Background: an optimization exercise with open tools, aiming at small area, a short achievable clock period and few clock cycles per item. Do not read the settings as production practice. Function was checked by simulation only, so behaviour that the tests miss may differ from the original.

== north ==
==> flow/design.v (excerpt) <==
module tilt_vector_to_angle_sector (
  input  wire         clk,
  input  wire         rst,
  input  wire         accel_valid,
  output wire         accel_stall,
  input  wire  [15:0] accel_x,
  input  wire  [15:0] accel_y,
  output wire         sector_valid,
  input  wire         sector_stall,
  output wire  [4:0]  sector
);
  localparam integer XW  = 19;
  function automatic integer wy(input integer k);
    case (k)
      1: wy = 18; 2: wy = 18; 3: wy = 17; 4: wy = 16; 5: wy = 16;
      6: wy = 15; 7: wy = 14; 8: wy = 13; 9: wy = 12; 10: wy = 11;
      11: wy = 10; 12: wy = 9; 13: wy = 8; default: wy = 7;
    endcase
  endfunction
  function automatic integer xwid(input integer k);
    xwid = (k <= 7) ? 19 : (k == 8) ? 16 : (k == 9) ? 13 : 11;
  endfunction
  function automatic integer xoff(input integer k);
    xoff = (k <= 7) ? 0 : (k == 8) ? 3 : (k == 9) ? 6 : 8;
  endfunction
  function automatic [13:0] atan_step(input integer i);
    case (i)
      0: atan_step = 14'd8192; 1: atan_step = 14'd4836; 2: atan_step = 14'd2555;
      3: atan_step = 14'd1297; 4: atan_step = 14'd651;  5: atan_step = 14'd326;
      6: atan_step = 14'd163;  7: atan_step = 14'd81;   8: atan_step = 14'd41;
      9: atan_step = 14'd20;   10: atan_step = 14'd10;  11: atan_step = 14'd5;
      12: atan_step = 14'd3;   13: atan_step = 14'd1;   14: atan_step = 14'd1;
      default: atan_step = 14'd0;
    endcase
  endfunction
  function automatic [15:0] abs16(input [15:0] v);
    integer j;
    reg     any;
    begin
      any = 1'b0;
      for (j = 0; j < 16; j = j + 1) begin
        abs16[j] = v[j] ^ (v[15] & any);
        any = any | v[j];
      end
    end
  endfunction
  reg        stall_q;
  wire       accept = accel_valid & ~stall_q;
  reg        v0, sx, sy;
  reg [15:0] ax, ay;
  always @(posedge clk) begin
    if (rst) v0 <= 1'b0;
    else     v0 <= accept;
    sx <= accel_x[15];
    sy <= accel_y[15];
    ax <= abs16(accel_x);
    ay <= abs16(accel_y);
  end
  wire        d0  = sx ^ sy;
  wire [16:0] s1x;
  wire [15:0] dyx, dxy;
  tvas_ks_add #(.W(17)) u_s1x (.a({1'b0, ax}), .b({1'b0, ay}), .ci(1'b0), .s(s1x));
  tvas_ks_add #(.W(16)) u_dyx (.a(ay), .b(~ax), .ci(1'b1), .s(dyx));
  ...
==> flow/config.mk <==
export PLATFORM = sky130hd
export DESIGN_NAME = tilt_vector_to_angle_sector
export DESIGN_NICKNAME = tilt_vector_to_angle_sector
export VERILOG_FILES = /design/flow/design.v
export SDC_FILE = /design/flow/constraint.sdc
export NUM_CORES = 4
export LEC_CHECK = 0
export ABC_AREA = 1
export CAP_MARGIN = 20
export CORE_MARGIN = 2
export CORE_UTILIZATION = 40
export CTS_BUF_LIST = sky130_fd_sc_hd__clkbuf_4 sky130_fd_sc_hd__clkbuf_8
export CTS_CLUSTER_SIZE = 30
export PLACE_DENSITY = 0.75
export SETUP_SLACK_MARGIN = 2.6
export SLEW_MARGIN = 20
==> flow/constraint.sdc <==
create_clock -name core_clock -period 5.0 [get_ports {clk}]
set_input_delay 1.0000 -clock core_clock [delete_from_list [all_inputs] [get_ports {clk}]]
set_output_delay 1.0000 -clock core_clock [all_outputs]
set_load 0.01 [all_outputs]
run.sh (not shown) runs the stock make flow with config.mk's settings and CLKGATE_MAP_FILE= SYNTH_SCRIPT=/design/flow/synth_recipe.tcl, a recipe that flattens the netlist after the stock synthesis.
No stage failed in north, and the final checks on the layout all came back clean.
Testbench counts of north, summed over its fixed seeds: cycles 16,120, items 16,000.
--- input diff north..south ---
Settings: SETUP_SLACK_MARGIN: 2.6 -> 2.5.
Across south and north, the outcome is the same: a clean finish for every run. Of the two values seen for critical path startpoint, out_d[2] was produced by south and g_rot[2].g_xy.yq[16] by north. north vs south, last element of the critical path: g_rot[3].g_xy.xq[12] vs sector[2].
Changes in east relative to south:
Settings: a change of SETUP_SLACK_MARGIN from 2.5 to 2.7.
## What came out
south: all stages complete, timing, DRC and antenna checks passed. east has completed all stages; timing, DRC and antenna checks passed. Looking at final cell count without fillers, east sits about 1% above south. east vs. south: register-to-register path setup slack went up by 0.07 ns. From south to east the numbers moved as follows: final weighted congestion in routability-driven placement now smaller. The maximum frequency number comes out higher for east vs south. east against south: synthesis-to-finish area growth moved up; wire length moved up. east vs south — non-clock buffer count rose 48.
[inputs] west vs east
Settings: CTS_BUF_LIST removed (was sky130_fd_sc_hd__clkbuf_4 sky130_fd_sc_hd__clkbuf_8); CTS_CLUSTER_SIZE removed (was 30); SETUP_SLACK_MARGIN changed from 2.7 to 2.5.
Findings:
Re final area: west and east aren't equal, and the higher value belongs to east.
Relative to east, post-layout minimum cycle time has increased by 0.094 ns in west.
The met3 routing resource usage after global routing number comes out higher for east vs west.
Diff east -> west: number of clock buffer instances in the layout decreased by 63 relative to the old numbers; cell count -1.9%; number of diodes lost 1.
Looking at routed wire length across both flows, west is the stronger of the two, with east trailing.
--- input diff west..middle ---
Settings: SETUP_SLACK_MARGIN: 2.5 -> 2.6; CTS_CLUSTER_SIZE: unset -> 40; CTS_BUF_LIST: unset -> sky130_fd_sc_hd__clkbuf_2 sky130_fd_sc_hd__clkbuf_4 sky130_fd_sc_hd__clkbuf_8.
==> comparison <==
middle vs. west: combined flip-flop and latch cell area barely changed; worst slew slack as a fraction of its limit dropped 2.0 points; critical path depth climbed 2. The starting utilization of the core area of middle and that of west are within noise of each other. Cell count was higher in middle than in west. Of middle and west, it is middle that has the higher worst path arrival time. From middle to west, synthesized area did not move at all. Minimum setup slack in the final design delta (middle − west): favourable. Relative to west, count of plain and timing-repair buffers has increased by about 15% in middle.

[separate check: timing with driven ports]
How much do the figures lean on ideal ports? The routed layouts below were timed once more, with nothing changed but the port constraints.
Step 1, drivers: a clkbuf_16 drives clk and a buf_2 each remaining input, both assumed.
Step 2 times the ports against the registers' clock, not the clock port: input delays grow and output delays shrink by t, the midpoint of the rising clock arrivals with the driver on.
Slacks: ideal ports / drivers / drivers and shift; pairs: ideal ports / drivers.
| run | t (ns) | slack for setup (ns) | worst setup path at the end |
|---|---|---|---|
| north | 0.754 | 2.666 / 2.610 / 2.098 | input to register |
| south | 0.754 | 2.620 / 2.552 / 2.101 | input to register |
| east | 0.777 | 2.694 / 2.627 / 2.153 | input to register |
| west | 0.667 | 2.600 / 2.590 / 2.126 | input to register |
| middle | 0.756 | 2.659 / 2.613 / 2.127 | input to register |
After both steps every run listed still meets setup and hold. For north, which loses most, drivers alone change the setup slack by -0.056 ns; drivers and shift together by -0.568 ns.
